What follows belongs to an exercise in optimizing a design on an open flow for small area, a short achievable clock period and few clock cycles per item; a production flow would make more cautious choices. Function was checked by simulation only, so behaviour that the tests miss may differ from the original. Power and IR drop assume default switching activity.

## flow/run.sh

```bash
#!/bin/bash
# synth_recipe.tcl (not shown) runs the flow's synth.tcl, then flattens the netlist and writes it again
# the make line also repeats each setting of config.mk as NAME=value (left out here)
make -C /OpenROAD-flow-scripts/flow DESIGN_CONFIG=/design/flow/config.mk WORK_HOME=/design/flow/orfs CLKGATE_MAP_FILE= SYNTH_SCRIPT=/design/flow/synth_recipe.tcl finish
```

## flow/design.v

```verilog
package acns_pkg;
   localparam int DIM_W     = 12;
   localparam int IDX_W     = 24;
   localparam int STAT_W    = 2;
   localparam int CSR_IDX_W = 3;
   localparam int FRAC_BITS = 16;
   localparam int POS_W     = 30;
   localparam logic [STAT_W-1:0] STATUS_OK      = 2'd0;
   localparam logic [STAT_W-1:0] STATUS_CLAMPED = 2'd1;
   localparam logic [STAT_W-1:0] STATUS_EMPTY   = 2'd2;
endpackage
module aspect_crop_nearest_scaler (
   input  logic                             clock,
   input  logic                             reset,
   input  logic                             req_valid,
   output logic                             req_ready,
   input  logic                             req_restart,
   output logic                             rsp_valid,
   input  logic                             rsp_ready,
   output logic [acns_pkg::DIM_W-1:0]       rsp_src_col,
   output logic [acns_pkg::DIM_W-1:0]       rsp_src_row,
   output logic [acns_pkg::DIM_W-1:0]       rsp_dst_col,
   output logic [acns_pkg::DIM_W-1:0]       rsp_dst_row,
   output logic [acns_pkg::IDX_W-1:0]       rsp_src_index,
   output logic [acns_pkg::IDX_W-1:0]       rsp_dst_index,
   output logic [acns_pkg::STAT_W-1:0]      rsp_status,
   output logic                             rsp_last,
   input  logic                             csr_wr_en,
   input  logic [acns_pkg::CSR_IDX_W-1:0]   csr_index,
   input  logic [acns_pkg::DIM_W-1:0]       csr_wdata
);
   localparam logic [29:0] POS_TOP = 30'h1000_0000;
   localparam logic [29:0] POS_BOT = 30'h2000_7FFF;    
   localparam logic [3:0] S_IDLE = 4'd0;
   localparam logic [3:0] S_M    = 4'd1;
   localparam logic [3:0] S_CMP  = 4'd2;
   localparam logic [3:0] S_INIT = 4'd3;
   localparam logic [3:0] S_DIV  = 4'd4;
   localparam logic [3:0] S_FIN  = 4'd5;
   localparam logic [3:0] S_M2   = 4'd6;
   localparam logic [3:0] S_F1   = 4'd7;
   localparam logic [3:0] S_F1A  = 4'd8;
   logic [11:0] win_l, win_t, win_r, win_b, tw, th, sw, sh;
   logic        fixreq;
   logic        tok0_v, tok0_r, tok1_v, tok1_r;
   logic [3:0]  st;
   logic [4:0]  cnt;
   logic        wide;
   logic        ready, first;
   logic [29:0] pos_x, pos_y, origin_x;
   logic [31:0] qx, qy;           
   logic [1:0]  qa_hi;            
   logic [23:0] rem_x, rem_y, dlong;    
   logic [11:0] rem_a;
   logic        b_valid, b_first, b_colend, b_last, b_ylo, b_yhi, b_cyc;
   logic [11:0] b_cx, b_cy, b_col, b_row;
   logic [12:0] b_delta;
   logic [1:0]  b_status;
   logic        o_valid, o_last;
   logic [11:0] o_src_col, o_src_row, o_col, o_row;
   logic [23:0] o_src_index, o_dst_index;
   logic [1:0]  o_status;
   always_ff @(posedge clock) begin
      if (reset) begin
         win_l <= '0;
         win_t <= '0;
         win_r <= '0;
         win_b <= '0;
         tw    <= '0;
         th    <= '0;
         sw    <= 12'd1;
         sh    <= 12'd1;
      end else if (csr_wr_en) begin
         case (csr_index)
            3'd0: win_l <= csr_wdata;
            3'd1: win_t <= csr_wdata;
            3'd2: win_r <= csr_wdata;
            3'd3: win_b <= csr_wdata;
            3'd4: tw    <= csr_wdata;
            3'd5: th    <= csr_wdata;
            3'd6: sw    <= (csr_wdata == '0) ? 12'd1 : csr_wdata;
            default: sh <= (csr_wdata == '0) ? 12'd1 : csr_wdata;
         endcase
      end
   end
   logic [11:0] win_w, win_h;
   assign win_w = (win_r > win_l) ? win_r - win_l : '0;
   assign win_h = (win_b > win_t) ? win_b - win_t : '0;
   logic out_free, b_move, p_fire, acc, setup_go, tgt_ok;
   assign tgt_ok    = (tw != '0) && (th != '0);
   assign req_ready = !tok1_v;
   assign acc       = req_valid && !tok1_v;
   assign out_free  = !o_valid || rsp_ready;
   assign b_move    = b_valid && out_free;
   assign setup_go  = (st == S_IDLE) && !fixreq && tok0_v && tok0_r && tgt_ok && !b_valid;
   assign p_fire    = (st == S_IDLE) && !fixreq && tok0_v && !(tok0_r && tgt_ok) &&
                      (!b_valid || out_free);
   always_ff @(posedge clock) begin
      if (reset) begin
         tok0_v <= 1'b0;
         tok1_v <= 1'b0;
      end else begin
         if (p_fire) begin
            if (tok1_v) begin
               tok0_v <= 1'b1;
               tok0_r <= tok1_r;
               tok1_v <= acc;
               tok1_r <= req_restart;
            end else begin
               tok0_v <= acc;
               tok0_r <= req_restart;
            end
         end else begin
            if (!tok0_v) begin
               tok0_v <= acc;
               tok0_r <= req_restart;
            end else if (!tok1_v) begin
               tok1_v <= acc;
               tok1_r <= req_restart;
            end
            if (st == S_FIN) tok0_r <= 1'b0;    
         end
      end
   end
   logic [13:0] nx, ny;
   logic [11:0] cx, cy, cur_col, cur_row;
   logic        kx, ylo, yhi, fv, col_end, is_last;
   logic [31:0] sum_x, sum_y;
   logic [29:0] adv_x, adv_y;
   logic [12:0] delta;
   assign nx = pos_x[29:16];
   assign ny = pos_y[29:16];
   always_comb begin
      kx = 1'b0;
      cx = nx[11:0];
      if (nx[13]) begin
         kx = 1'b1;
         cx = '0;
      end else if (nx[12] || nx[11:0] >= sw) begin
         kx = 1'b1;
         cx = sw - 12'd1;
      end
   end
   assign ylo = ny[13];
   assign yhi = !ny[13] && (ny[12] || ny[11:0] >= sh);
   assign cy  = ylo ? 12'd0 : (yhi ? sh - 12'd1 : ny[11:0]);
   assign fv      = ready && tgt_ok;
   assign cur_col = (first || b_colend) ? 12'd0 : b_col + 12'd1;
   assign cur_row = first ? 12'd0 : (b_colend ? b_row + 12'd1 : b_row);
   assign col_end = ({1'b0, cur_col} + 13'd1) >= {1'b0, tw};
   assign is_last = col_end && (({1'b0, cur_row} + 13'd1) >= {1'b0, th});
   assign delta   = b_colend ? {1'b0, tw} - {1'b0, b_col} : 13'd1;
   assign sum_x = {{2{pos_x[29]}}, pos_x} + {2'b00, qx[29:0]};
   assign sum_y = {{2{pos_y[29]}}, pos_y} + {2'b00, qy[29:0]};
   assign adv_x = (!sum_x[31] && (|sum_x[30:28])) ? POS_TOP : sum_x[29:0];
   assign adv_y = (!sum_y[31] && (|sum_y[30:28])) ? POS_TOP : sum_y[29:0];
   logic [23:0] base, u_s, u_c, u_next, cyc_sw;
   assign base   = b_ylo ? 24'd0 : (b_yhi ? dlong : rem_y);
   assign cyc_sw = b_cyc ? {12'd0, sw} : 24'd0;
   assign u_s    = rem_y ^ rem_x ^ cyc_sw;
   assign u_c    = ((rem_y & rem_x) | (rem_y & cyc_sw) | (rem_x & cyc_sw)) << 1;
   assign u_next = u_s + u_c;
   logic [3:0]  bsel;
   logic        bx, by, bl;
   logic [23:0] max, may, mal;
   logic [11:0] mbx, mby, mbl;
   logic [11:0] div_a;
   logic [23:0] div_x, div_y;
   logic [24:0] ax, bxo, ay, byo, al, blo;
   logic        cix, ciy, cil;
   logic [25:0] rx, ry, rl;
   logic [12:0] ta, dx_a;
   logic        ga;
   assign bsel = 4'd11 - cnt[3:0];
   always_comb begin
      if (st == S_M) begin
         may = {12'd0, win_w};  mby = th;      
         max = {12'd0, win_h};  mbx = tw;      
         mal = {12'd0, tw};     mbl = th;      
      end else if (st == S_F1) begin
         may = {12'd0, win_w};  mby = th;
         max = {12'd0, win_h};  mbx = tw;
         mal = {12'd0, o_row};  mbl = tw;      
      end else begin
         may = {{10{pos_y[29]}}, pos_y[29:16]};  mby = sw;    
         max = {10'd0, qy[29:16]};               mbx = sw;    
         mal = {12'd0, sh - 12'd1};              mbl = sw;    
      end
   end
   assign bx = mbx[bsel];
   assign by = mby[bsel];
   assign bl = mbl[bsel];
   assign div_a = wide ? tw : th;
   assign div_x = wide ? {12'd0, tw - 12'd1} : dlong;
   assign div_y = wide ? dlong : {12'd0, th - 12'd1};
   always_comb begin
      if (st == S_DIV) begin
         ax = {rem_x, qx[31]};  bxo = ~{1'b0, div_x};  cix = 1'b1;
         ay = {rem_y, qy[31]};  byo = ~{1'b0, div_y};  ciy = 1'b1;
      end else begin
         ax = {rem_x, 1'b0};    bxo = bx ? {1'b0, max} : 25'd0;  cix = 1'b0;
         ay = {rem_y, 1'b0};    byo = by ? {1'b0, may} : 25'd0;  ciy = 1'b0;
      end
      if (st == S_INIT) begin
         al = {1'b0, dlong};    blo = ~{13'd0, div_a};  cil = 1'b1;
      end else if (st == S_F1A) begin
         al = {1'b0, dlong};    blo = {13'd0, o_col};   cil = 1'b0;
      end else begin
         al = {dlong, 1'b0};    blo = bl ? {1'b0, mal} : 25'd0;  cil = 1'b0;
      end
   end
   assign rx = {1'b0, ax} + {1'b0, bxo} + {25'd0, cix};
   assign ry = {1'b0, ay} + {1'b0, byo} + {25'd0, ciy};
   assign rl = {1'b0, al} + {1'b0, blo} + {25'd0, cil};
   assign ta   = {rem_a, qa_hi[1]};
   assign dx_a = ta - {1'b0, div_a};
   assign ga   = !dx_a[12] || ta[12];
   logic [12:0] s_der, sum_lr, sum_tb;
   logic [33:0] diff;
   logic [29:0] org_der, org_dx, org_dy;
   assign sum_lr = {1'b0, win_l} + {1'b0, win_r};
   assign sum_tb = {1'b0, win_t} + {1'b0, win_b};
   assign s_der  = wide ? sum_tb : sum_lr;
   assign diff   = {5'd0, s_der, 16'hFFFE} - {2'b00, qa_hi, pos_x};
   assign org_der = (qa_hi[1] || ($signed(diff) < -34'sd1073676290)) ? POS_BOT : diff[30:1];
   assign org_dx = ((win_r > win_l) ? {2'b00, win_l, 16'd0} : {2'b00, sum_lr, 15'd0}) | 30'h7FFF;
   assign org_dy = ((win_b > win_t) ? {2'b00, win_t, 16'd0} : {2'b00, sum_tb, 15'd0}) | 30'h7FFF;
   always_ff @(posedge clock) begin
      if (reset) begin
         st      <= S_IDLE;
         ready   <= 1'b0;
         b_valid <= 1'b0;
         o_valid <= 1'b0;
         fixreq  <= 1'b0;
      end else begin
         case (st)
            S_IDLE: begin
               if (fixreq)        st <= S_F1;
               else if (setup_go) st <= S_M;
            end
            S_M:    if (cnt == 5'd11) st <= S_CMP;
            S_CMP:  st <= S_INIT;
            S_INIT: st <= S_DIV;
            S_DIV:  if (cnt == 5'd31) st <= S_FIN;
            S_FIN:  st <= S_M2;
            S_M2:   if (cnt == 5'd11) st <= S_IDLE;
            S_F1:   if (cnt == 5'd11) st <= S_F1A;
            S_F1A:  st <= S_M2;
            default: st <= S_IDLE;
         endcase
         if (csr_wr_en && ready && (csr_index == 3'd4 || csr_index == 3'd6 || csr_index == 3'd7)) begin
            fixreq <= 1'b1;
         end else if (st == S_IDLE) begin
            fixreq <= 1'b0;
         end
         if (st == S_FIN) begin
            ready <= 1'b1;
         end else if (p_fire && (!fv || is_last)) begin
            ready <= 1'b0;
         end
         if (p_fire) begin
            b_valid <= 1'b1;
         end else if (b_move) begin
            b_valid <= 1'b0;
         end
         if (b_move) begin
            o_valid <= 1'b1;
         end else if (rsp_ready) begin
            o_valid <= 1'b0;
         end
      end
   end
   always_ff @(posedge clock) begin
      case (st)
         S_M, S_DIV, S_M2, S_F1: cnt <= cnt + 5'd1;
         default: cnt <= '0;
      endcase
      case (st)
         S_M, S_M2: begin
            rem_x <= rx[23:0];
            rem_y <= ry[23:0];
            dlong <= rl[23:0];
         end
         S_F1: begin
            dlong <= rl[23:0];
         end
         S_CMP: begin
            wide <= rem_y > rem_x;
         end
         S_INIT: begin
            dlong <= rl[23:0];                  
            if (wide) begin
               rem_a <= {4'd0, rem_y[23:16]};
               {qa_hi, pos_x} <= {rem_y[15:0], 16'd0};
               rem_x <= '0;
               qx    <= {4'd0, win_w, 16'd0};
               rem_y <= {16'd0, rem_y[23:16]};
               qy    <= {rem_y[15:0], 16'd0};
            end else begin
               rem_a <= {4'd0, rem_x[23:16]};
               {qa_hi, pos_x} <= {rem_x[15:0], 16'd0};
               rem_x <= {16'd0, rem_x[23:16]};
               qx    <= {rem_x[15:0], 16'd0};
               rem_y <= '0;
               qy    <= {4'd0, win_h, 16'd0};
            end
         end
         S_DIV: begin
            rem_x <= rx[25] ? rx[23:0] : ax[23:0];
            qx    <= {qx[30:0], rx[25]};
            rem_y <= ry[25] ? ry[23:0] : ay[23:0];
            qy    <= {qy[30:0], ry[25]};
            rem_a <= ga ? dx_a[11:0] : ta[11:0];
            {qa_hi, pos_x} <= {qa_hi[0], pos_x, ga};
         end
         S_FIN: begin
            rem_x    <= '0;
            rem_y    <= '0;
            dlong    <= '0;
            first    <= 1'b1;
            origin_x <= wide ? org_dx : org_der;
            pos_x    <= wide ? org_dx : org_der;
            pos_y    <= wide ? org_der : org_dy;
            qx       <= (tw > 12'd1) ? ((qx[31] | qx[30]) ? 32'h3FFF_FFFF : {2'b00, qx[29:0]}) : '0;
            qy       <= (th > 12'd1) ? ((qy[31] | qy[30]) ? 32'h3FFF_FFFF : {2'b00, qy[29:0]}) : '0;
         end
         S_F1A: begin
            rem_x <= '0;
            rem_y <= '0;
            dlong <= '0;
         end
         S_IDLE: begin
            if (fixreq || setup_go) begin
               rem_x <= '0;
               rem_y <= '0;
               dlong <= '0;
            end
            if (p_fire && fv && !is_last) begin
               first <= 1'b0;
               if (col_end) begin
                  pos_x <= origin_x;
                  pos_y <= adv_y;
               end else begin
                  pos_x <= adv_x;
               end
            end
            if (b_move && b_colend && !b_last) begin
               rem_y <= u_next;
            end
         end
         default: ;
      endcase
      if (p_fire) begin
         if (!fv) begin
            b_cx     <= '0;
            b_cy     <= '0;
            b_col    <= '0;
            b_row    <= '0;
            b_status <= acns_pkg::STATUS_EMPTY;
            b_last   <= 1'b0;
            b_colend <= 1'b0;
            b_first  <= 1'b1;
            b_ylo    <= 1'b1;
            b_yhi    <= 1'b0;
         end else begin
            b_cx     <= cx;
            b_cy     <= cy;
            b_col    <= cur_col;
            b_row    <= cur_row;
            b_status <= (kx || ylo || yhi) ? acns_pkg::STATUS_CLAMPED : acns_pkg::STATUS_OK;
            b_last   <= is_last;
            b_colend <= col_end;
            b_first  <= first;
            b_ylo    <= ylo;
            b_yhi    <= yhi;
         end
         b_delta <= delta;
         b_cyc   <= sum_y[16] ^ pos_y[16] ^ qy[16];
      end
      if (st == S_F1A) begin
         o_dst_index <= rl[23:0];
      end else if (b_move) begin
         o_src_col   <= b_cx;
         o_src_row   <= b_cy;
         o_col       <= b_col;
         o_row       <= b_row;
         o_src_index <= base + {12'd0, b_cx};
         o_dst_index <= b_first ? 24'd0 : o_dst_index + {{11{b_delta[12]}}, b_delta};
         o_status    <= b_status;
         o_last      <= b_last;
      end
   end
   assign rsp_valid     = o_valid;
   assign rsp_src_col   = o_src_col;
   assign rsp_src_row   = o_src_row;
   assign rsp_dst_col   = o_col;
   assign rsp_dst_row   = o_row;
   assign rsp_src_index = o_src_index;
   assign rsp_dst_index = o_dst_index;
   assign rsp_status    = o_status;
   assign rsp_last      = o_last;
endmodule
```

## flow/config.mk

```make
export PLATFORM = sky130hd
export DESIGN_NAME = aspect_crop_nearest_scaler
export DESIGN_NICKNAME = aspect_crop_nearest_scaler
export VERILOG_FILES = /design/flow/design.v
export SDC_FILE = /design/flow/constraint.sdc
export NUM_CORES = 4
export LEC_CHECK = 0
export CAP_MARGIN = 20
export CORE_MARGIN = 2
export CORE_UTILIZATION = 40
export SETUP_SLACK_MARGIN = 5
export SLEW_MARGIN = 20
```

## flow/constraint.sdc

```tcl
create_clock -name core_clock -period 10.0 [get_ports {clock}]
set_input_delay 2.0000 -clock core_clock [delete_from_list [all_inputs] [get_ports {clock}]]
set_output_delay 2.0000 -clock core_clock [all_outputs]
set_load 0.01 [all_outputs]
```

==> reports/metrics.yaml, run 1 <==
viasPerCell: 6.11
layout_common_cells: "444 x nand2_1, 413 x nor2_1, 412 x edfxtp_1"
io_buffers: 121
period_minus_slack_ps: 5320
ys_async_sr_fraction_pct: 0
power_mw: 13.5
arrival_ps: 5700
io_pins: 122
areaGrowthSynthToFinish_pct: 21.0
grt_max_degree: 81
end_kind: "flop"
power_density_mw_per_mm2: 263
ys_ff_latch: 523
clk_pin_slew_ps: 70
maxCapViolations: 0
power_frac_clock_pct: 17.8
remaining_drc_errors: 0
min_period_over_period_pct: 53.2
final_common_cell: "nand2_1"
routed_wl_mm: 158
cts_max_path_buffers: 3
drive_above_1_share_pct: 16.2
finalNetCount: 5405
grt_usage_pct: 28.0
avgSynthCellArea_um2: 8.82
reg2regPathDepth: 23
crit_chain: "and2_4 -> o21ai_4 -> buf_12 -> buf_8 -> mux4_2 -> mux4_2 -> o211ai_1 -> buf_4 -> nor2_2 -> a21oi_2 -> fa_2 -> inv_2 -> fa_2 -> a21o_1 -> a2111oi_4 -> o311ai_2 -> a31o_2 -> nand2_2 -> o21ai_4 -> a221oi_2 -> xnor2_1 -> a222oi_1 -> o21ai_1"
outcome: "timing/DRC/antenna clean"
hp-class: "reg -> reg"
intPower_mw: 7.36
synth_warnings: 1
antenna_cells: 0
start_util_pct: 40.3
peakVddDrop_v: 0.000187
place_congestion: 0.980
path_class: "reg -> reg"
combPwrFrac_pct: 53.7
synth_area_mm2: 0.0423
synth_fp_nets: 5212
startpoint_type: "flop"
pre_cts_slack_ps: 2880
drtPass1Iterations: 6
hold_viol: 0
gr-total-overflow: 0
dieHeight_um: 329
cpPeakStageDelay_ps: 480
pwr-share-seq_pct: 28.5
cts_hold_buf: 0
cts_root_buf: "clkbuf_16"
p_switching_mw: 6.13
die_x_um: 329
fin_ws_ps: 4680
ys_seq_area_share_pct: 34.5
clock_sink_count: 523
fin_setup_tns_ps: 0
slew_headroom_pct: 24.4
drv_slew: 0
first_global_vias: 36000
rows: 119
fmax_ghz: 0.188
setup_violations: 0
cp_data_required_time_ps: 10380
insertion_delay_ps: 670
fin_skew_ps: 52.2
final_antenna_net_count: 0
wire_per_inst_um: 24.6
hold_depth: 0
cpMaxStageDelayCell: "mux4_2"
leakage_nw: 19.8
ctsHtreeMaxLevel: 3
fp.coreArea_mm2: 0.105
antenna_found_initial: 2
via_count: 39300
synth_top_flop_cell: "edfxtp_1"
syn_inst: 4801
worst-path-max-fanout: 4
worst_pin_slew_ps: 1130
drt_iter0_markers: 4309
sw_frac_of_total_pct: 45.5
dp.final_hpwl_mm: 116
synth-edff-count: 412
ys_types: 95
rsz0062_at_grt: "true"
cts_tree: "done"
cts_inserted_buffers: 66
die_area_mm2: 0.108
grt_first_pass_wirelength_mm: 230
## synth_stat cells, types with 38 or more instances
master	count	area share (%)
xnor2_1	197	4.1
inv_1	253	2.2
nand4_1	41	0.61
o211ai_1	50	0.89
o22ai_1	75	1.1
clkbuf_1	225	2.0
a21o_1	118	2.1
and2_1	39	0.58
ha_1	361	11
nand3_1	83	0.98
xor2_1	112	2.3
a21oi_1	449	5.3
nand2_1	460	4.1
nor2b_1	41	0.61
o21a_1	57	1.0
dfxtp_1	111	5.3
o21bai_1	38	0.67
nor3_1	118	1.4
o21ai_0	266	3.1
a221oi_1	47	0.97
a211oi_1	56	0.99
nand2b_1	59	0.87
edfxtp_1	412	29
nor2_1	434	3.8
mux2i_1	91	2.2
## per-stage QoR
| step | util (%) | hold WS [ps] | std cells | instance area [um^2] |
|---|---|---|---|---|
| CTS | 47.1 | 420 | 6357 | 49500 |
| finish | 48.7 | 416 | 6437 | 51200 |
| detailed placement | 42.8 | 405 | 6107 | 45000 |
| global route | 48.7 | 424 | 6437 | 51200 |
| floorplan | - | 400 | 4801 | 42600 |
| global placement | 42.8 | 401 | 6107 | 45000 |
## power groups by stage
stage | combinational (mW) | clock, mW | sequential (mW)
after CTS | 6.73 | 2.43 | 3.80
final | 7.25 | 2.40 | 3.84
after floorplan | 4.41 | 0 | 3.42
after global routing | 7.80 | 2.51 | 3.86
after global placement | 6.08 | 0 | 3.84
after detailed placement | 6.12 | 0 | 3.84
## per-layer routing
layer  vias up  track usage [%]  share of wire, %
met2      1809             43.4                44
li1      18100                -                 -
met4         2             10.9               4.5
met5         -                0            0.0095
met3       350             5.82               8.8
met1     19000             38.1                43
## critical path, delay by kind of cell, from the launching register on
family / cells / cell delay (ps)
AOI/OAI and AO/OA: 11 / 2280
xor gates and xnor gates: 1 / 90
adders and majority gates: 2 / 590
buffers and inverters: 4 / 450
DFF: 1 / 360
muxes: 2 / 940
and+or+nand+nor: 3 / 310
## state kept, by name, summed over array words and instances (netlist names), 13 cells and up
register     flops
pos_y           30
o_src_index     24
rem_y           24
o_dst_index     24
origin_x        30
b_delta         13
qx              32
qy              32
rem_x           24
pos_x           30
dlong           24
## path summary, 6_finish.rpt
path	slack [ps]	end	start
max reg2reg	4680	rem_y[22]$_DFFE_PP_	st[2]$_SDFFE_PP0P_
min	420	o_src_row[5]$_DFFE_PP_	b_cy[5]$_SDFFCE_PP0P_
max	4680	rem_y[22]$_DFFE_PP_	st[2]$_SDFFE_PP0P_
min reg2reg	420	o_src_row[5]$_DFFE_PP_	b_cy[5]$_SDFFCE_PP0P_
## area by class of cell
type	instances	area [um^2]
multi-input combinational	3759	27900
tap	1391	1740
clock inverter	39	393
sequential	523	14600
timing repair buffer	389	3790
inverter	255	972
fill	9906	53900
clock buffer	81	1740
## kinds of logic after synthesis
family,after synthesis,share of synthesized area (%)
AO/OA/AOI/OAI,1483,23.0
XOR/XNOR,309,6.39
adder cells (fa/ha/maj),390,12.0
buffers and inverters,526,4.78
flip-flops,523,34.5
multiplexers,124,3.40
AND/OR/NAND/NOR,1446,15.9
## timing repair
action                                  in CTS  in global routing
cloned                                      13                  5
gates resized for setup                    314                218
endpoints found under the setup margin     243                218
pin swaps                                   99                104
buffers inserted                           117                 73
Testbench counts, summed over its fixed seeds: cycles 68,781, items 54,757.
==> inputs of run 2 (changes only) <==
--- a/flow/design.v
+++ b/flow/design.v
@@ -42,2 +42,4 @@
    localparam logic [3:0] S_F1A  = 4'd8;
+   localparam logic [3:0] S_F1B  = 4'd9;
+   localparam logic [3:0] S_FIN2 = 4'd10;
    logic [11:0] win_l, win_t, win_r, win_b, tw, th, sw, sh;
@@ -54,2 +56,3 @@
    logic [11:0] rem_a;
+   logic        b_nce;
    logic        b_valid, b_first, b_colend, b_last, b_ylo, b_yhi, b_cyc;
@@ -86,4 +89,7 @@
    logic [11:0] win_w, win_h;
-   assign win_w = (win_r > win_l) ? win_r - win_l : '0;
-   assign win_h = (win_b > win_t) ? win_b - win_t : '0;
+   logic [12:0] dwx, dwy;
+   assign dwx   = {1'b0, win_r} - {1'b0, win_l};
+   assign dwy   = {1'b0, win_b} - {1'b0, win_t};
+   assign win_w = dwx[12] ? 12'd0 : dwx[11:0];
+   assign win_h = dwy[12] ? 12'd0 : dwy[11:0];
    logic out_free, b_move, p_fire, acc, setup_go, tgt_ok;
@@ -120,3 +126,3 @@
             end
-            if (st == S_FIN) tok0_r <= 1'b0;    
+            if (st == S_FIN2) tok0_r <= 1'b0;   
          end
@@ -149,3 +155,3 @@
    assign cur_row = first ? 12'd0 : (b_colend ? b_row + 12'd1 : b_row);
-   assign col_end = ({1'b0, cur_col} + 13'd1) >= {1'b0, tw};
+   assign col_end = (first || b_colend) ? (tw <= 12'd1) : b_nce;
    assign is_last = col_end && (({1'b0, cur_row} + 13'd1) >= {1'b0, th});
@@ -162,6 +168,4 @@
    assign u_next = u_s + u_c;
-   logic [3:0]  bsel;
    logic        bx, by, bl;
    logic [23:0] max, may, mal;
-   logic [11:0] mbx, mby, mbl;
    logic [11:0] div_a;
@@ -173,21 +177,28 @@
    logic        ga;
-   assign bsel = 4'd11 - cnt[3:0];
+   logic       in_mul, nxt_m, nxt_f1;
+   logic [3:0] nsel;
+   assign in_mul = (st == S_M) || (st == S_M2) || (st == S_F1);
+   assign nsel   = in_mul ? 4'd10 - cnt[3:0] : 4'd11;
+   assign nxt_m  = (st == S_M) || ((st == S_IDLE) && !fixreq);
+   assign nxt_f1 = (st == S_F1) || ((st == S_IDLE) && fixreq);
+   always_ff @(posedge clock) begin
+      by <= nxt_m ? win_w[nsel] : sw[nsel];
+      bx <= nxt_m ? win_h[nsel] : sw[nsel];
+      bl <= nxt_m ? th[nsel] : (nxt_f1 ? tw[nsel] : sw[nsel]);
+   end
    always_comb begin
       if (st == S_M) begin
-         may = {12'd0, win_w};  mby = th;      
-         max = {12'd0, win_h};  mbx = tw;      
-         mal = {12'd0, tw};     mbl = th;      
+         may = {12'd0, th};      
+         max = {12'd0, tw};      
+         mal = {12'd0, tw};      
       end else if (st == S_F1) begin
-         may = {12'd0, win_w};  mby = th;
-         max = {12'd0, win_h};  mbx = tw;
-         mal = {12'd0, o_row};  mbl = tw;      
+         may = {12'd0, th};
+         max = {12'd0, tw};
+         mal = {12'd0, o_row};   
       end else begin
-         may = {{10{pos_y[29]}}, pos_y[29:16]};  mby = sw;    
-         max = {10'd0, qy[29:16]};               mbx = sw;    
-         mal = {12'd0, sh - 12'd1};              mbl = sw;    
+         may = {{10{pos_y[29]}}, pos_y[29:16]};   
+         max = {10'd0, qy[29:16]};                
+         mal = {12'd0, sh - 12'd1};               
       end
    end
-   assign bx = mbx[bsel];
-   assign by = mby[bsel];
-   assign bl = mbl[bsel];
    assign div_a = wide ? tw : th;
@@ -223,6 +234,6 @@
    assign s_der  = wide ? sum_tb : sum_lr;
-   assign diff   = {5'd0, s_der, 16'hFFFE} - {2'b00, qa_hi, pos_x};
+   assign diff   = {5'd0, origin_x[12:0], 16'hFFFE} - {2'b00, qa_hi, pos_x};
    assign org_der = (qa_hi[1] || ($signed(diff) < -34'sd1073676290)) ? POS_BOT : diff[30:1];
-   assign org_dx = ((win_r > win_l) ? {2'b00, win_l, 16'd0} : {2'b00, sum_lr, 15'd0}) | 30'h7FFF;
-   assign org_dy = ((win_b > win_t) ? {2'b00, win_t, 16'd0} : {2'b00, sum_tb, 15'd0}) | 30'h7FFF;
+   assign org_dx = ((!dwx[12] && dwx != '0) ? {2'b00, win_l, 16'd0} : {2'b00, sum_lr, 15'd0}) | 30'h7FFF;
+   assign org_dy = ((!dwy[12] && dwy != '0) ? {2'b00, win_t, 16'd0} : {2'b00, sum_tb, 15'd0}) | 30'h7FFF;
    always_ff @(posedge clock) begin
@@ -244,6 +255,8 @@
             S_DIV:  if (cnt == 5'd31) st <= S_FIN;
-            S_FIN:  st <= S_M2;
+            S_FIN:  st <= S_FIN2;
+            S_FIN2: st <= S_M2;
             S_M2:   if (cnt == 5'd11) st <= S_IDLE;
             S_F1:   if (cnt == 5'd11) st <= S_F1A;
-            S_F1A:  st <= S_M2;
+            S_F1A:  st <= S_F1B;
+            S_F1B:  st <= S_M2;
             default: st <= S_IDLE;
@@ -255,3 +268,3 @@
          end
-         if (st == S_FIN) begin
+         if (st == S_FIN2) begin
             ready <= 1'b1;
@@ -283,3 +296,3 @@
          end
-         S_F1: begin
+         S_F1, S_F1A: begin
             dlong <= rl[23:0];
@@ -291,2 +304,3 @@
             dlong <= rl[23:0];                  
+            origin_x <= {17'd0, s_der};
             if (wide) begin
@@ -316,2 +330,5 @@
          S_FIN: begin
+            pos_x    <= org_der;
+         end
+         S_FIN2: begin
             rem_x    <= '0;
@@ -320,5 +337,5 @@
             first    <= 1'b1;
-            origin_x <= wide ? org_dx : org_der;
-            pos_x    <= wide ? org_dx : org_der;
-            pos_y    <= wide ? org_der : org_dy;
+            origin_x <= wide ? org_dx : pos_x;
+            pos_x    <= wide ? org_dx : pos_x;
+            pos_y    <= wide ? pos_x : org_dy;
             qx       <= (tw > 12'd1) ? ((qx[31] | qx[30]) ? 32'h3FFF_FFFF : {2'b00, qx[29:0]}) : '0;
@@ -326,3 +343,4 @@
          end
-         S_F1A: begin
+         S_F1B: begin
+            b_nce <= ({1'b0, b_col} + 13'd2) >= {1'b0, tw};
             rem_x <= '0;
@@ -372,2 +390,3 @@
             b_colend <= col_end;
+            b_nce    <= ({1'b0, cur_col} + 13'd2) >= {1'b0, tw};
             b_first  <= first;
@@ -379,4 +398,4 @@
       end
-      if (st == S_F1A) begin
-         o_dst_index <= rl[23:0];
+      if (st == S_F1B) begin
+         o_dst_index <= dlong;
       end else if (b_move) begin
==> run 2 against run 1 <==
Against the previous run: worst setup slack better by 470 ps; critical path depth is 7 lower; synthesized cell count is 4.9% higher; hold slack better by 4.6 ps; sequential cell count is 4 higher; maximum frequency is 9.6% higher; clock power is 4% higher; critical path type unchanged.
==> reports/metrics.yaml, run 2 <==
outcome: "timing/DRC/antenna clean"  # unchanged
reg2regPathDepth: 16  # was 23
end_kind: "flop"  # unchanged
multi_input_area_mm2: 0.0269  # was 0.0279 mm^2
io_pins: 122  # unchanged
min_period_over_period_pct: 48.6  # was 53.2%
first_global_vias: 36300  # was 36000
place_congestion: 0.976  # was 0.980
rr_endpoint: "rem_x[4]$_DFFE_PP_"  # was rem_y[22]$_DFFE_PP_
rsz0062_at_grt: "true"  # unchanged
synth_area_mm2: 0.0432  # was 0.0423 mm^2
power_mw: 8.84  # was 13.5 mW
ys_types: 96  # was 95
syn_inst: 5037  # was 4801
fin_setup_tns_ps: 0  # unchanged
clock_sink_count: 527  # was 523
slew_headroom_pct: 26.0  # was 24.4%
path_delay_family: "compound AO/OA/AOI/OAI gates"  # unchanged
cpMaxStageDelayCell: "or4_1"  # was mux4_2
rrSetupSlack_ps: 5140  # was 4680 ps
via_count: 39900  # was 39300
yosys-top-cells-area: "edfxtp_1 29%, ha_1 11%, a21oi_1 5.4%, dfxtp_1 5.3%, nand2_1 5.1%"  # was edfxtp_1 29%, ha_1 11%, a21oi_1 5.3%, dfxtp_1 5.3%, nand2_1 4.1%
cpPeakStageDelay_ps: 700  # was 480 ps
path_depth: 16  # was 23
ys_async_sr_fraction_pct: 0  # unchanged
hp-class: "reg -> reg"  # unchanged
die_area_mm2: 0.111  # was 0.108 mm^2
final_common_cell: "nand2_1"  # unchanged
hold_depth: 0  # unchanged
cts_tree: "done"  # unchanged
synth_warnings: 1  # unchanged
power_density_mw_per_mm2: 182  # was 263 mW/mm^2
path_buf_inv: 0  # was 4
ys_ff_latch: 527  # was 523
synth.most_common_cell: "nand2_1"  # unchanged
num-fill-cells: 10400  # was 9906
dp.final_hpwl_mm: 121  # was 116 mm
netlist.area_leader.share_pct: 28.6  # was 29.2%
drt_iter0_markers: 4897  # was 4309
whs_ps: 420  # was 416 ps
reg2reg_from: "tw[4]$_SDFFE_PP0P_"  # was st[2]$_SDFFE_PP0P_
ff_latch_area_mm2: 0.0147  # was 0.0146 mm^2
remaining_drc_errors: 0  # unchanged
io_buffers: 121  # unchanged
antenna_found_initial: 4  # was 2
hold_start: "b_status[1]$_SDFFCE_PN1P_"  # was b_cy[5]$_SDFFCE_PP0P_
fmax_ghz: 0.206  # was 0.188 GHz
die_x_um: 333  # was 329 um
wire_per_inst_um: 25.2  # was 24.6 um
grt_first_pass_wirelength_mm: 239  # was 230 mm
setup_violations: 0  # unchanged
synth_fp_nets: 5462  # was 5212
startpoint_type: "flop"  # unchanged
cp_data_required_time_ps: 10380  # about the same
leakage_nw: 18.9  # was 19.8 nW
grt_max_degree: 97  # was 81
path_class: "reg -> reg"  # unchanged
routed_wl_mm: 163  # was 158 mm
viasPerCell: 6.14  # was 6.11
finalNetCount: 5468  # was 5405
synth_top_cell_by_area: "edfxtp_1"  # unchanged
start_util_pct: 40.3  # about the same
cts_hold_buf: 0  # unchanged
drive_above_1_share_pct: 6.46  # was 16.2%
hold_viol: 0  # unchanged
largest_registers: "qx (32), qy (32)"  # unchanged
worst_pin_slew_ps: 1110  # was 1130 ps
maxCapViolations: 0  # unchanged
synth_top_flop_cell: "edfxtp_1"  # unchanged
layout_common_cells: "580 x nand2_1, 459 x a21oi_1, 449 x nor2_1"  # was 444 x nand2_1, 413 x nor2_1, 412 x edfxtp_1
dieHeight_um: 333  # was 329 um
grt_usage_pct: 28.4  # was 28.0%
areaGrowthSynthToFinish_pct: 12.2  # was 21.0%
yosys-top-cells-count: "587 x nand2_1, 469 x a21oi_1, 453 x nor2_1, 412 x edfxtp_1, 375 x ha_1"  # was 460 x nand2_1, 449 x a21oi_1, 434 x nor2_1, 412 x edfxtp_1, 361 x ha_1
gr-total-overflow: 0  # unchanged
final_antenna_net_count: 0  # unchanged
cts_inserted_buffers: 66  # unchanged
ctsHtreeMaxLevel: 3  # unchanged
clk_pin_slew_ps: 60  # was 70 ps
insertion_delay_ps: 660  # was 670 ps
worst-path-max-fanout: 19  # was 4
whs_endpoint: "o_status[1]$_DFFE_PP_"  # was o_src_row[5]$_DFFE_PP_
crit_chain: "or4_1 -> nor4_1 -> xnor2_1 -> a21oi_1 -> o22ai_1 -> ha_1 -> a21o_1 -> a21o_1 -> a21oi_1 -> o21a_1 -> o22ai_1 -> a31oi_1 -> a21oi_2 -> o21ai_4 -> nand2_4 -> a221o_1"  # was and2_4 -> o21ai_4 -> buf_12 -> buf_8 -> mux4_2 -> mux4_2 -> o211ai_1 -> buf_4 -> nor2_2 -> a21oi_2 -> fa_2 -> inv_2 -> fa_2 -> a21o_1 -> a2111oi_4 -> o311ai_2 -> a31o_2 -> nand2_2 -> o21ai_4 -> a221oi_2 -> xnor2_1 -> a222oi_1 -> o21ai_1
fin_skew_ps: 23.4  # was 52.2 ps
fp.coreArea_mm2: 0.107  # was 0.105 mm^2
arrival_ps: 5240  # was 5700 ps
ys_seq_area_share_pct: 33.9  # was 34.5%
drv_slew: 0  # unchanged
cts_root_buf: "clkbuf_16"  # unchanged
period_minus_slack_ps: 4860  # was 5320 ps
drtPass1Iterations: 8  # was 6
peakVddDrop_v: 0.000119  # was 0.000187 V
cts_max_path_buffers: 3  # unchanged
synth-edff-count: 412  # unchanged
rows: 120  # was 119
avgSynthCellArea_um2: 8.58  # was 8.82 um^2
[run 2: cell types whose count changed after synthesis, moves of 17 or more]
cell	change
a221oi_1	-17
o22ai_1	-33
a22o_1	+22
nand2_1	+127
mux2i_1	+19
nand3_1	+37
a31oi_1	+21
nor2_1	+19
a221o_1	+34
a21oi_1	+20
o21ai_0	+20
[run 2: timing repair]
| item | CTS | global route |
|---|---|---|
| pin swaps | 5 | 9 |
| buffers inserted | 12 | 21 |
| gates resized for setup | 36 | 51 |
| cloned | 3 | 0 |
| setup endpoints to repair | 92 | 102 |
[run 2: report_power, final]
part / internal, mW / total (mW) / switching, mW
sequential: 2.66 / 3.11 / 0.454
combinational: 1.23 / 3.22 / 1.99
clock: 1.46 / 2.50 / 1.04
[run 2: per-stage QoR]
stage	area [um^2]	utilization, %	worst slack (ps)	instances
finish	48500	45.2	5140	6496
global route	48500	45.2	4980	6495
CTS	48100	44.9	5020	6474
detailed placement	45700	42.6	3780	6342
global placement	45700	42.6	3900	6341
floorplan	43300	-	4840	5037
[run 2: routing by layer]
layer	up-vias	share of wire (%)	track usage (%)
li1	18400	-	-
met1	19200	45	41.4
met2	2002	41	41.5
met3	270	10	5.44
met4	6	3.8	10.4
met5	-	0.028	0
[run 2: how the worst max path moves through the flow]
stage                       start                      end  slack [ps]
6_report       tw[4]$_SDFFE_PP0P_       rem_x[4]$_DFFE_PP_        5140
5_1_grt        st[2]$_SDFFE_PP0P_  dlong[20]$_SDFFCE_PP0P_        4980
4_1_cts        st[1]$_SDFFE_PP0P_       rem_x[3]$_DFFE_PP_        5020
3_5_place_dp   st[0]$_SDFFE_PP0P_       rem_x[4]$_DFFE_PP_        3780
3_3_place_gp   st[2]$_SDFFE_PP0P_  dlong[20]$_SDFFCE_PP0P_        3900
2_1_floorplan           rsp_ready       pos_y[0]$_DFFE_PP_        4840
[run 2: area by class of cell]
cell class,instances,share of cell area (%)
Antenna cell,1,0.00516
Clock buffer,89,3.96
Clock inverter,28,0.578
Inverter,256,2.00
Multi-Input combinational cell,3980,55.5
Sequential cell,527,30.3
Tap cell,1403,3.62
Timing Repair Buffer,212,4.02
[run 2: worst reg2reg max path: cells and delay by family, from the launching register on]
family	cells	cell delay, ps
compound gates	11	2290
xor+xnor	1	190
fa+ha+maj	1	340
flops	1	510
simple gates	3	1260
[run 2: cells by family (layout without fill, tap and decap cells)]
kind of cell	count (synthesis)	after routing	synth area share (%)
multiplexers	132	132	3.12
buffers and inverters	533	585	4.75
adder cells (fa/ha/maj)	404	404	12.2
XOR/XNOR	327	327	6.62
AO/OA/AOI/OAI	1478	1478	22.1
other	0	1	0
flip-flops	527	527	33.9
AND/OR/NAND/NOR	1636	1639	17.3
Testbench counts of run 2, summed over its fixed seeds: cycles 68,973, items 54,757.
==> inputs of run 3 (changes only) <==
--- a/flow/design.v
+++ b/flow/design.v
@@ -56,8 +56,3 @@
    logic [11:0] rem_a;
-   logic        b_nce;
-   logic        b_valid, b_first, b_colend, b_last, b_ylo, b_yhi, b_cyc;
-   logic [11:0] b_cx, b_cy, b_col, b_row;
-   logic [12:0] b_delta;
-   logic [1:0]  b_status;
-   logic        o_valid, o_last;
+   logic        o_valid, o_last, o_colend, o_nce;
    logic [11:0] o_src_col, o_src_row, o_col, o_row;
@@ -94,3 +89,3 @@
    assign win_h = dwy[12] ? 12'd0 : dwy[11:0];
-   logic out_free, b_move, p_fire, acc, setup_go, tgt_ok;
+   logic out_free, p_fire, acc, setup_go, tgt_ok;
    assign tgt_ok    = (tw != '0) && (th != '0);
@@ -99,6 +94,4 @@
    assign out_free  = !o_valid || rsp_ready;
-   assign b_move    = b_valid && out_free;
-   assign setup_go  = (st == S_IDLE) && !fixreq && tok0_v && tok0_r && tgt_ok && !b_valid;
-   assign p_fire    = (st == S_IDLE) && !fixreq && tok0_v && !(tok0_r && tgt_ok) &&
-                      (!b_valid || out_free);
+   assign setup_go  = (st == S_IDLE) && !fixreq && tok0_v && tok0_r && tgt_ok;
+   assign p_fire    = (st == S_IDLE) && !fixreq && tok0_v && !(tok0_r && tgt_ok) && out_free;
    always_ff @(posedge clock) begin
@@ -153,7 +146,7 @@
    assign fv      = ready && tgt_ok;
-   assign cur_col = (first || b_colend) ? 12'd0 : b_col + 12'd1;
-   assign cur_row = first ? 12'd0 : (b_colend ? b_row + 12'd1 : b_row);
-   assign col_end = (first || b_colend) ? (tw <= 12'd1) : b_nce;
+   assign cur_col = (first || o_colend) ? 12'd0 : o_col + 12'd1;
+   assign cur_row = first ? 12'd0 : (o_colend ? o_row + 12'd1 : o_row);
+   assign col_end = (first || o_colend) ? (tw <= 12'd1) : o_nce;
    assign is_last = col_end && (({1'b0, cur_row} + 13'd1) >= {1'b0, th});
-   assign delta   = b_colend ? {1'b0, tw} - {1'b0, b_col} : 13'd1;
+   assign delta   = o_colend ? {1'b0, tw} - {1'b0, o_col} : 13'd1;
    assign sum_x = {{2{pos_x[29]}}, pos_x} + {2'b00, qx[29:0]};
@@ -163,4 +156,8 @@
    logic [23:0] base, u_s, u_c, u_next, cyc_sw;
-   assign base   = b_ylo ? 24'd0 : (b_yhi ? dlong : rem_y);
-   assign cyc_sw = b_cyc ? {12'd0, sw} : 24'd0;
+   assign base   = ylo ? 24'd0 : (yhi ? dlong : rem_y);
+   logic        cyc_r, cyc_nxt;
+   logic [17:0] s2;
+   assign s2      = {2'b00, pos_y[15:0]} + {1'b0, qy[15:0], 1'b0};
+   assign cyc_nxt = (s2[17:16] - {1'b0, cyc_r}) != 2'd0;
+   assign cyc_sw  = cyc_r ? {12'd0, sw} : 24'd0;
    assign u_s    = rem_y ^ rem_x ^ cyc_sw;
@@ -242,3 +239,2 @@
          ready   <= 1'b0;
-         b_valid <= 1'b0;
          o_valid <= 1'b0;
@@ -274,7 +270,2 @@
          if (p_fire) begin
-            b_valid <= 1'b1;
-         end else if (b_move) begin
-            b_valid <= 1'b0;
-         end
-         if (b_move) begin
             o_valid <= 1'b1;
@@ -292,2 +283,3 @@
          S_M, S_M2: begin
+            cyc_r <= sum_y[16] ^ pos_y[16] ^ qy[16];
             rem_x <= rx[23:0];
@@ -344,3 +336,3 @@
          S_F1B: begin
-            b_nce <= ({1'b0, b_col} + 13'd2) >= {1'b0, tw};
+            o_nce <= ({1'b0, o_col} + 13'd2) >= {1'b0, tw};
             rem_x <= '0;
@@ -360,2 +352,4 @@
                   pos_y <= adv_y;
+                  rem_y <= u_next;
+                  cyc_r <= cyc_nxt;
                end else begin
@@ -364,5 +358,2 @@
             end
-            if (b_move && b_colend && !b_last) begin
-               rem_y <= u_next;
-            end
          end
@@ -370,41 +361,27 @@
       endcase
-      if (p_fire) begin
+      if (st == S_F1B) begin
+         o_dst_index <= dlong;
+      end else if (p_fire) begin
          if (!fv) begin
-            b_cx     <= '0;
-            b_cy     <= '0;
-            b_col    <= '0;
-            b_row    <= '0;
-            b_status <= acns_pkg::STATUS_EMPTY;
-            b_last   <= 1'b0;
-            b_colend <= 1'b0;
-            b_first  <= 1'b1;
-            b_ylo    <= 1'b1;
-            b_yhi    <= 1'b0;
+            o_src_col   <= '0;
+            o_src_row   <= '0;
+            o_col       <= '0;
+            o_row       <= '0;
+            o_src_index <= '0;
+            o_dst_index <= '0;
+            o_status    <= acns_pkg::STATUS_EMPTY;
+            o_last      <= 1'b0;
+            o_colend    <= 1'b0;
          end else begin
-            b_cx     <= cx;
-            b_cy     <= cy;
-            b_col    <= cur_col;
-            b_row    <= cur_row;
-            b_status <= (kx || ylo || yhi) ? acns_pkg::STATUS_CLAMPED : acns_pkg::STATUS_OK;
-            b_last   <= is_last;
-            b_colend <= col_end;
-            b_nce    <= ({1'b0, cur_col} + 13'd2) >= {1'b0, tw};
-            b_first  <= first;
-            b_ylo    <= ylo;
-            b_yhi    <= yhi;
+            o_src_col   <= cx;
+            o_src_row   <= cy;
+            o_col       <= cur_col;
+            o_row       <= cur_row;
+            o_src_index <= base + {12'd0, cx};
+            o_dst_index <= first ? 24'd0 : o_dst_index + {{11{delta[12]}}, delta};
+            o_status    <= (kx || ylo || yhi) ? acns_pkg::STATUS_CLAMPED : acns_pkg::STATUS_OK;
+            o_last      <= is_last;
+            o_colend    <= col_end;
+            o_nce       <= ({1'b0, cur_col} + 13'd2) >= {1'b0, tw};
          end
-         b_delta <= delta;
-         b_cyc   <= sum_y[16] ^ pos_y[16] ^ qy[16];
-      end
-      if (st == S_F1B) begin
-         o_dst_index <= dlong;
-      end else if (b_move) begin
-         o_src_col   <= b_cx;
-         o_src_row   <= b_cy;
-         o_col       <= b_col;
-         o_row       <= b_row;
-         o_src_index <= base + {12'd0, b_cx};
-         o_dst_index <= b_first ? 24'd0 : o_dst_index + {{11{b_delta[12]}}, b_delta};
-         o_status    <= b_status;
-         o_last      <= b_last;
       end
==> run 3 against run 2 <==
Against the previous run: count of clock-buffer cells in the layout fell by 17; first-iteration DRC count rose by 0.63%; non-clock buffer count rose by 138; clock power fell by 8%; routed wire length rose by 4.3%; critical path type unchanged; critical endpoint is now o_src_index[13]$_SDFFCE_PN0P_.
==> reports/metrics.yaml, run 3 <==
power_density_mw_per_mm2: 228  # was 182 mW/mm^2
placed_area_mm2: 0.0444  # was 0.0457 mm^2
leakage_nw: 19.7  # was 18.9 nW
gr-usage-met1_pct: 40.8  # was 41.4%
grt_usage_pct: 30.2  # was 28.4%
layout_common_cells: "568 x nand2_1, 454 x nor2_1, 433 x a21oi_1"  # was 580 x nand2_1, 459 x a21oi_1, 449 x nor2_1
final_util_pct: 47.1  # was 45.2%
fmax_ghz: 0.196  # was 0.206 GHz
grt_max_degree: 81  # was 97
areaGrowthSynthToFinish_pct: 16.8  # was 12.2%
path_common_cell: "a21o_1"
final_antenna_net_count: 0  # unchanged
ctsHtreeMaxLevel: 2  # was 3
path_buf_inv: 3  # was 0
io_buffers: 121  # unchanged
cpMaxStageDelayCell: "edfxtp_1"  # was or4_1
antenna_found_initial: 12  # was 4
end_kind: "flop"  # unchanged
rsz0062_at_grt: "true"  # unchanged
drtPass1Iterations: 6  # was 8
final_cell_area_mm2: 0.0488  # was 0.0485 mm^2
wire_per_inst_um: 25.9  # was 25.2 um
grt_first_pass_wirelength_mm: 245  # was 239 mm
cts_inserted_buffers: 57  # was 66
period_minus_slack_ps: 5110  # was 4860 ps
fp.coreArea_mm2: 0.104  # was 0.107 mm^2
netlist.area_leader.share_pct: 24.8  # was 28.6%
setup_violations: 0  # unchanged
ys_seq_area_share_pct: 30.3  # was 33.9%
die_area_mm2: 0.107  # was 0.111 mm^2
io_pins: 122  # unchanged
synth_top_cell_by_area: "edfxtp_1"  # unchanged
synth.most_common_cell: "nand2_1"  # unchanged
cts_hold_buf: 0  # unchanged
die_x_um: 327  # was 333 um
place_congestion: 0.985  # was 0.976
ys_async_sr_fraction_pct: 0  # unchanged
final_common_cell: "nand2_1"  # unchanged
syn_inst: 5011  # was 5037
routed_wl_mm: 170  # was 163 mm
outcome: "timing/DRC/antenna clean"  # unchanged
muxShareOfSynthArea_pct: 3.75  # was 3.12%
maxCapViolations: 0  # unchanged
remaining_drc_errors: 0  # unchanged
yosys-top-cells-area: "edfxtp_1 25%, ha_1 12%, a21oi_1 5.6%, dfxtp_1 5.5%, nand2_1 5.3%"  # was edfxtp_1 29%, ha_1 11%, a21oi_1 5.4%, dfxtp_1 5.3%, nand2_1 5.1%
synthAdderAreaFrac_pct: 13.0  # was 12.2%
path_delay_family: "compound AO/OA/AOI/OAI gates"  # unchanged
viasPerCell: 6.13  # was 6.14
cts_tree: "done"  # unchanged
synth-edff-count: 345  # was 412
fin_skew_ps: 58.8  # was 23.4 ps
drv_slew: 0  # unchanged
peakVddDrop_v: 0.000171  # was 0.000119 V
ys_types: 101  # was 96
arrival_ps: 5590  # was 5240 ps
path_class: "reg -> reg"  # unchanged
drive_above_1_share_pct: 11.5  # was 6.46%
synth_area_mm2: 0.0418  # was 0.0432 mm^2
gr-usage-met2_pct: 46.3  # was 41.5%
startpoint_type: "flop"  # unchanged
worst_pin_slew_ps: 1110  # about the same
via_count: 40300  # was 39900
drt_iter0_markers: 4928  # was 4897
ff_latch_area_mm2: 0.0127  # was 0.0147 mm^2
insertion_delay_ps: 700  # was 660 ps
fin_setup_tns_ps: 0  # unchanged
rows: 118  # was 120
synth_top_flop_cell: "edfxtp_1"  # unchanged
start_util_pct: 40.3  # about the same
multi_input_area_mm2: 0.0282  # was 0.0269 mm^2
synth_fp_nets: 5450  # was 5462
hold_viol: 0  # unchanged
gr-total-overflow: 0  # unchanged
final_cells: 6574  # was 6496
finalNetCount: 5580  # was 5468
top_usage_layer: "met2"  # unchanged
worst-path-max-fanout: 8  # was 19
largest_registers: "qx (32), qy (32)"  # unchanged
cts_root_buf: "clkbuf_16"  # unchanged
synth_top_family_by_area: "compound AO/OA/AOI/OAI gates"  # unchanged
synth-simple-area-share_pct: 18.0  # was 17.3%
place_inst: 6311  # was 6342
clk_pin_slew_ps: 60  # about the same
min_period_over_period_pct: 51.1  # was 48.6%
slew_headroom_pct: 25.7  # was 26.0%
ys_ff_latch: 459  # was 527
synth_xor_area_share_pct: 6.87  # was 6.62%
cts_max_path_buffers: 3  # unchanged
met3_usage_pct: 6.52  # was 5.44%
hp-class: "reg -> reg"  # unchanged
first_global_vias: 37100  # was 36300
clock_sink_count: 459  # was 527
power_mw: 11.1  # was 8.84 mW
synth_compound_area_share_pct: 23.1  # was 22.1%
synth_warnings: 1  # unchanged
cp_data_required_time_ps: 10480  # was 10380 ps
cpPeakStageDelay_ps: 530  # was 700 ps
dieHeight_um: 327  # was 333 um
yosys-top-cells-count: "585 x nand2_1, 471 x nor2_1, 468 x a21oi_1, 389 x ha_1, 345 x edfxtp_1"  # was 587 x nand2_1, 469 x a21oi_1, 453 x nor2_1, 412 x edfxtp_1, 375 x ha_1
dp.final_hpwl_mm: 125  # was 121 mm
num-fill-cells: 10000  # was 10400
avgSynthCellArea_um2: 8.34  # was 8.58 um^2
[run 3: cell types whose count changed after synthesis, moves of 21 or more]
cell | previous run | this run
a21o_1 | 106 | 131
clkbuf_1 | 221 | 244
mux2i_1 | 110 | 133
nand2b_1 | 67 | 46
o21ai_0 | 286 | 235
edfxtp_1 | 412 | 345
[run 3: per-stage QoR]
stage	hold slack, ps	setup slack (ps)
floorplan	436	4890
global placement	446	2830
detailed placement	449	2710
CTS	458	5000
global route	492	4690
finish	456	4890
[run 3: final cells by class]
cell class / count / area share (%)
Sequential cell: 459 / 26.0
Inverter: 253 / 2.01
Tap cell: 1380 / 3.54
Clock inverter: 36 / 0.869
Clock buffer: 72 / 3.34
Timing Repair Buffer: 350 / 6.43
Multi-Input combinational cell: 4020 / 57.8
Antenna cell: 4 / 0.0205
[run 3: final timing paths]
| path | startpoint | to | slack (ps) | cells past startpoint |
|---|---|---|---|---|
| hold reg to reg | sh[9]$_SDFFE_PP0P_ | sh[9]$_SDFFE_PP0P_ | 460 | 2 |
| setup reg to reg | pos_x[16]$_DFFE_PP_ | o_src_index[13]$_SDFFCE_PN0P_ | 4890 | 26 |
| hold / removal | sh[9]$_SDFFE_PP0P_ | sh[9]$_SDFFE_PP0P_ | 460 | 2 |
| setup / recovery | pos_x[16]$_DFFE_PP_ | o_src_index[13]$_SDFFCE_PN0P_ | 4890 | 26 |
[run 3: cells by family (layout without fill, tap and decap cells)]
family,after synthesis,count (layout)
multiplexers,153,153
XOR/XNOR,326,326
buffers and inverters,538,711
flip-flops,459,459
AND/OR/NAND/NOR,1641,1646
other,0,4
AO/OA/AOI/OAI,1476,1477
adder cells (fa/ha/maj),418,418
[run 3: repair_timing]
| item | in CTS | in global routing |
|---|---|---|
| setup endpoints to repair | 188 | 159 |
| resized for setup | 128 | 154 |
| buffers inserted | 76 | 64 |
| cloned | 5 | 5 |
| pin swaps | 36 | 67 |
[run 3: worst register-to-register path, delay by kind of cell, from the launching register on]
| family | cells | cell delay (ps) |
|---|---|---|
| buffers and inverters | 3 | 440 |
| adders and majority gates | 2 | 440 |
| DFF | 1 | 530 |
| AOI/OAI and AO/OA | 17 | 2800 |
| muxes | 1 | 340 |
| and+or+nand+nor | 3 | 360 |
[run 3: power by group]
| part | leakage, nW | internal (mW) | switching, mW |
|---|---|---|---|
| clock network | 1.00 | 1.34 | 0.967 |
| registers | 4.15 | 2.51 | 0.599 |
| logic | 14.6 | 2.25 | 3.44 |
| total | 19.7 | 6.10 | 5.01 |
[run 3: per-layer routing]
metal / part of all wire (%) / vias to the layer above
li1: - / 18600
met1: 42 / 19300
met2: 43 / 1982
met3: 9.7 / 406
met4: 5.2 / 10
met5: 0.059 / -
Testbench counts of run 3, summed over its fixed seeds: cycles 68,781, items 54,757.
==> inputs of run 4 (changes only) <==
--- a/flow/design.v
+++ b/flow/design.v
@@ -52,6 +52,6 @@
    logic [29:0] pos_x, pos_y, origin_x;
-   logic [31:0] qx, qy;           
-   logic [1:0]  qa_hi;            
+   logic [30:0] qx, qy;           
+   logic        qa_hi;            
    logic [23:0] rem_x, rem_y, dlong;    
-   logic [11:0] rem_a;
+   logic [12:0] rem_a;
    logic        o_valid, o_last, o_colend, o_nce;
@@ -172,3 +172,3 @@
    logic [25:0] rx, ry, rl;
-   logic [12:0] ta, dx_a;
+   logic [13:0] ta, dx_a;
    logic        ga;
@@ -205,4 +205,4 @@
       if (st == S_DIV) begin
-         ax = {rem_x, qx[31]};  bxo = ~{1'b0, div_x};  cix = 1'b1;
-         ay = {rem_y, qy[31]};  byo = ~{1'b0, div_y};  ciy = 1'b1;
+         ax = {rem_x, qx[30]};  bxo = ~{1'b0, div_x};  cix = 1'b1;
+         ay = {rem_y, qy[30]};  byo = ~{1'b0, div_y};  ciy = 1'b1;
       end else begin
@@ -222,7 +222,7 @@
    assign rl = {1'b0, al} + {1'b0, blo} + {25'd0, cil};
-   assign ta   = {rem_a, qa_hi[1]};
-   assign dx_a = ta - {1'b0, div_a};
-   assign ga   = !dx_a[12] || ta[12];
+   assign ta   = {rem_a, qa_hi};
+   assign dx_a = ta - {1'b0, div_a, 1'b0};
+   assign ga   = !dx_a[13] || ta[13];
    logic [12:0] s_der, sum_lr, sum_tb;
-   logic [33:0] diff;
+   logic [31:0] diff;
    logic [29:0] org_der, org_dx, org_dy;
@@ -231,4 +231,4 @@
    assign s_der  = wide ? sum_tb : sum_lr;
-   assign diff   = {5'd0, origin_x[12:0], 16'hFFFE} - {2'b00, qa_hi, pos_x};
-   assign org_der = (qa_hi[1] || ($signed(diff) < -34'sd1073676290)) ? POS_BOT : diff[30:1];
+   assign diff   = {4'd0, origin_x[12:0], 15'h7FFF} - {2'b00, pos_x};
+   assign org_der = (qa_hi || ($signed(diff) < -32'sd536838145)) ? POS_BOT : diff[29:0];
    assign org_dx = ((!dwx[12] && dwx != '0) ? {2'b00, win_l, 16'd0} : {2'b00, sum_lr, 15'd0}) | 30'h7FFF;
@@ -250,3 +250,3 @@
             S_INIT: st <= S_DIV;
-            S_DIV:  if (cnt == 5'd31) st <= S_FIN;
+            S_DIV:  if (cnt == 5'd30) st <= S_FIN;
             S_FIN:  st <= S_FIN2;
@@ -298,15 +298,15 @@
             if (wide) begin
-               rem_a <= {4'd0, rem_y[23:16]};
-               {qa_hi, pos_x} <= {rem_y[15:0], 16'd0};
+               rem_a <= {4'd0, rem_y[23:15]};
+               {qa_hi, pos_x} <= {rem_y[14:0], 4'd0, tw};
                rem_x <= '0;
-               qx    <= {4'd0, win_w, 16'd0};
-               rem_y <= {16'd0, rem_y[23:16]};
-               qy    <= {rem_y[15:0], 16'd0};
+               qx    <= {3'd0, win_w, 16'd0};
+               rem_y <= {15'd0, rem_y[23:15]};
+               qy    <= {rem_y[14:0], 16'd0};
             end else begin
-               rem_a <= {4'd0, rem_x[23:16]};
-               {qa_hi, pos_x} <= {rem_x[15:0], 16'd0};
-               rem_x <= {16'd0, rem_x[23:16]};
-               qx    <= {rem_x[15:0], 16'd0};
+               rem_a <= {4'd0, rem_x[23:15]};
+               {qa_hi, pos_x} <= {rem_x[14:0], 4'd0, th};
+               rem_x <= {15'd0, rem_x[23:15]};
+               qx    <= {rem_x[14:0], 16'd0};
                rem_y <= '0;
-               qy    <= {4'd0, win_h, 16'd0};
+               qy    <= {3'd0, win_h, 16'd0};
             end
@@ -315,7 +315,7 @@
             rem_x <= rx[25] ? rx[23:0] : ax[23:0];
-            qx    <= {qx[30:0], rx[25]};
+            qx    <= {qx[29:0], rx[25]};
             rem_y <= ry[25] ? ry[23:0] : ay[23:0];
-            qy    <= {qy[30:0], ry[25]};
-            rem_a <= ga ? dx_a[11:0] : ta[11:0];
-            {qa_hi, pos_x} <= {qa_hi[0], pos_x, ga};
+            qy    <= {qy[29:0], ry[25]};
+            rem_a <= ga ? dx_a[12:0] : ta[12:0];
+            {qa_hi, pos_x} <= {pos_x, ga};
          end
@@ -332,4 +332,4 @@
             pos_y    <= wide ? pos_x : org_dy;
-            qx       <= (tw > 12'd1) ? ((qx[31] | qx[30]) ? 32'h3FFF_FFFF : {2'b00, qx[29:0]}) : '0;
-            qy       <= (th > 12'd1) ? ((qy[31] | qy[30]) ? 32'h3FFF_FFFF : {2'b00, qy[29:0]}) : '0;
+            qx       <= (tw > 12'd1) ? (qx[30] ? 31'h3FFF_FFFF : {1'b0, qx[29:0]}) : '0;
+            qy       <= (th > 12'd1) ? (qy[30] ? 31'h3FFF_FFFF : {1'b0, qy[29:0]}) : '0;
          end
--- a/flow/config.mk
+++ b/flow/config.mk
@@ -9,3 +9,4 @@
 export CORE_MARGIN = 2
-export CORE_UTILIZATION = 40
+export CORE_UTILIZATION = 65
+export PLACE_DENSITY = 0.75
 export SETUP_SLACK_MARGIN = 5
==> run 4 against run 3 <==
Against the previous run: routed wire length decreased by 8.9%; critical endpoint is now o_src_index[23]$_SDFFCE_PN0P_; combinational power decreased by 25%; total power decreased by 17%; first-iteration DRC count increased by 15%; maximum frequency decreased by 1.8%; final area decreased by 4.8%.
==> reports/metrics.yaml, run 4 <==
die_area_mm2: 0.0655  # was 0.107 mm^2
place_congestion: 1.09  # was 0.985
power_mw: 9.17  # was 11.1 mW
drt_iter0_markers: 5686  # was 4928
synth_warnings: 1  # unchanged
viasPerCell: 6.94  # was 6.13
met3_usage_pct: 15.7  # was 6.52%
wire_per_inst_um: 26.5  # was 25.9 um
final_util_pct: 74.0  # was 47.1%
rows: 92  # was 118
rrSetupSlack_ps: 4800  # was 4890 ps
synth_top_cell_by_area: "edfxtp_1"  # unchanged
maxCapViolations: 0  # unchanged
crit_chain: "inv_2 -> ha_4 -> nand2b_4 -> a21o_1 -> a21o_1 -> a21o_1 -> a21o_1 -> a21o_1 -> a211oi_2 -> o21ai_1 -> a31o_4 -> buf_4 -> buf_4 -> mux2i_4 -> nor2_1 -> ha_1 -> or3_1 -> o211ai_1 -> nor3_2 -> or3_4 -> and4_4 -> nor3b_4 -> xnor2_1 -> nor2_1"
path_class: "reg -> reg"  # unchanged
gr-usage-met1_pct: 60.5  # was 40.8%
reg2reg_from: "pos_x[16]$_DFFE_PP_"  # unchanged
fin_skew_ps: 31.7  # was 58.8 ps
yosys-top-cells-count: "581 x nand2_1, 440 x a21oi_1, 431 x nor2_1, 388 x ha_1, 343 x edfxtp_1"  # was 585 x nand2_1, 471 x nor2_1, 468 x a21oi_1, 389 x ha_1, 345 x edfxtp_1
hold_viol: 0  # unchanged
peakVddDrop_v: 0.000161  # was 0.000171 V
grt_first_pass_wirelength_mm: 227  # was 245 mm
via_count: 40700  # was 40300
cpMaxStageDelayCell: "edfxtp_1"  # unchanged
routed_wl_mm: 155  # was 170 mm
synth_area_mm2: 0.0412  # was 0.0418 mm^2
cts_hold_buf: 0  # unchanged
cp_data_required_time_ps: 10360  # was 10480 ps
clk_pin_slew_ps: 60  # about the same
outcome: "timing/DRC/antenna clean"  # unchanged
cts_inserted_buffers: 52  # was 57
insertion_delay_ps: 640  # was 700 ps
min_period_over_period_pct: 52.0  # was 51.1%
fmax_ghz: 0.192  # was 0.196 GHz
clock_sink_count: 457  # was 459
ys_ff_latch: 457  # was 459
hold_depth: 2  # unchanged
start_util_pct: 65.6  # was 40.3%
top_usage_layer: "met2"  # unchanged
end_kind: "flop"  # unchanged
die_x_um: 256  # was 327 um
worst-path-max-fanout: 6  # was 8
period_minus_slack_ps: 5200  # was 5110 ps
ctsHtreeMaxLevel: 2  # unchanged
cts_root_buf: "clkbuf_16"  # unchanged
num-fill-cells: 4923  # was 10000
avgSynthCellArea_um2: 8.39  # was 8.34 um^2
arrival_ps: 5560  # was 5590 ps
cp-endpoint: "o_src_index[23]$_SDFFCE_PN0P_"  # was o_src_index[13]$_SDFFCE_PN0P_
netlist.area_leader.share_pct: 25.0  # was 24.8%
fin_setup_tns_ps: 0  # unchanged
drive_above_1_share_pct: 9.47  # was 11.5%
fp.coreArea_mm2: 0.0629  # was 0.104 mm^2
synth_top_flop_cell: "edfxtp_1"  # unchanged
leakage_nw: 18.8  # was 19.7 nW
remaining_drc_errors: 0  # unchanged
gr-total-overflow: 0  # unchanged
rsz0062_at_grt: "true"  # unchanged
crit_start: "pos_x[16]$_DFFE_PP_"  # unchanged
io_buffers: 121  # unchanged
dieHeight_um: 256  # was 327 um
setup_violations: 0  # unchanged
antenna_found_initial: 6  # was 12
grt_usage_pct: 45.3  # was 30.2%
path_common_cell: "a21o_1"  # unchanged
drtPass1Iterations: 9  # was 6
largest_registers: "qx (31), qy (31)"  # was qx (32), qy (32)
drv_slew: 0  # unchanged
syn_inst: 4919  # was 5011
synth_fp_nets: 5358  # was 5450
synth.most_common_cell: "nand2_1"  # unchanged
## run 4: timing repair
item | 4_1_cts | 5_1_grt
gates resized for setup | 100 | 101
pin swaps | 37 | 39
endpoints found under the setup margin | 158 | 152
gates cloned | 5 | 3
buffers inserted | 47 | 47
hold endpoints to repair | 0 | 0
## run 4: layer usage
metal / share of wire (%) / vias to the layer above
met1: 38 / 19100
met5: 0.23 / -
met3: 15 / 632
li1: - / 18100
met2: 40 / 2890
met4: 6.7 / 13
## run 4: layout make-up
cell class / instances / area (um^2) / area share (%)
Multi-Input combinational cell: 3941 / 27500 / 59.3
Sequential cell: 457 / 12600 / 27.1
Timing Repair Buffer: 277 / 2580 / 5.56
Clock buffer: 66 / 1450 / 3.12
Tap cell: 846 / 1060 / 2.28
Inverter: 242 / 936 / 2.01
Clock inverter: 31 / 287 / 0.616
Timing Repair inverter: 1 / 11.3 / 0.0242
Antenna cell: 3 / 7.51 / 0.0162
## run 4: per-stage QoR
stage          hold WS [ps]  area (um^2)  setup WS (ps)
2_1_floorplan           436        41300           4970
3_3_place_gp            443        43000           3630
3_5_place_dp            449        43000           3560
4_1_cts                 458        45600           4860
5_1_grt                 487        46500           4690
6_report                458        46500           4800
## run 4: worst min-delay path by stage
stage / from / end / slack [ps]
2_1_floorplan: sh[9]$_SDFFE_PP0P_ / sh[9]$_SDFFE_PP0P_ / 440
3_5_place_dp: sh[9]$_SDFFE_PP0P_ / sh[9]$_SDFFE_PP0P_ / 450
3_3_place_gp: tw[6]$_SDFFE_PP0P_ / tw[6]$_SDFFE_PP0P_ / 440
6_report: tw[6]$_SDFFE_PP0P_ / tw[6]$_SDFFE_PP0P_ / 460
5_1_grt: tw[6]$_SDFFE_PP0P_ / tw[6]$_SDFFE_PP0P_ / 490
4_1_cts: sh[9]$_SDFFE_PP0P_ / sh[9]$_SDFFE_PP0P_ / 460
## run 4: logic make-up after synthesis
| logic type | count (synthesis) | synth area share, % |
|---|---|---|
| and+or+nand+nor | 1607 | 17.9 |
| xor gates and xnor gates | 306 | 6.50 |
| adders and majority gates | 418 | 13.2 |
| muxes | 168 | 4.20 |
| buffers and inverters | 524 | 4.84 |
| DFF | 457 | 30.5 |
| AOI/OAI and AO/OA | 1439 | 22.8 |
## run 4: critical path: cells and delay by family (launching register included)
family,cells,cell delay (ps)
mux,1,270
fa+ha+maj,2,540
simple gates,8,1520
xor+xnor,1,140
compound gates,9,1590
buf+inv,3,400
flops,1,450
## run 4: power by group
group | internal [mW] | leakage (nW) | total, mW | switching (mW)
Combinational | 1.73 | 13.8 | 4.25 | 2.52
Sequential | 2.39 | 4.14 | 2.92 | 0.533
Clock | 1.13 | 0.838 | 2.00 | 0.865
Total | 5.25 | 18.8 | 9.17 | 3.92
Testbench counts of run 4, summed over its fixed seeds: cycles 68,589, items 54,757.

[port drivers added, routing unchanged]
Ports are ideal in the flow. The routed layouts listed here were re-timed in OpenROAD. Step 1 assumes that a clkbuf_16 drives the clock port and a buf_2 every other input. Step 2 adds t to the input delays and takes it off the output delays; t is the mean of the earliest and latest rising clock arrival at the registers after step 1. Input paths then give back, and output paths get back, about the clock's delay inside the block. Three values: ideal ports, drivers, drivers and shift; two values: the first two.
run | shift t [ns] | setup slack, ns | worst setup path at the end | cell pins on the clock port's net
run 1 | 0.705 | 4.678 / 4.678 / 4.678 | register to register | 1
run 2 | 0.714 | 5.144 / 5.144 / 4.959 | input to register | 1
run 3 | 0.752 | 4.887 / 4.887 / 4.612 | input to register | 1
run 4 | 0.696 | 4.795 / 4.795 / 4.795 | register to register | 1
After both steps setup and hold are still met in every run listed. The setup slack of run 3, which loses most, moves by 0.000 ns with the drivers and by -0.275 ns with both steps.
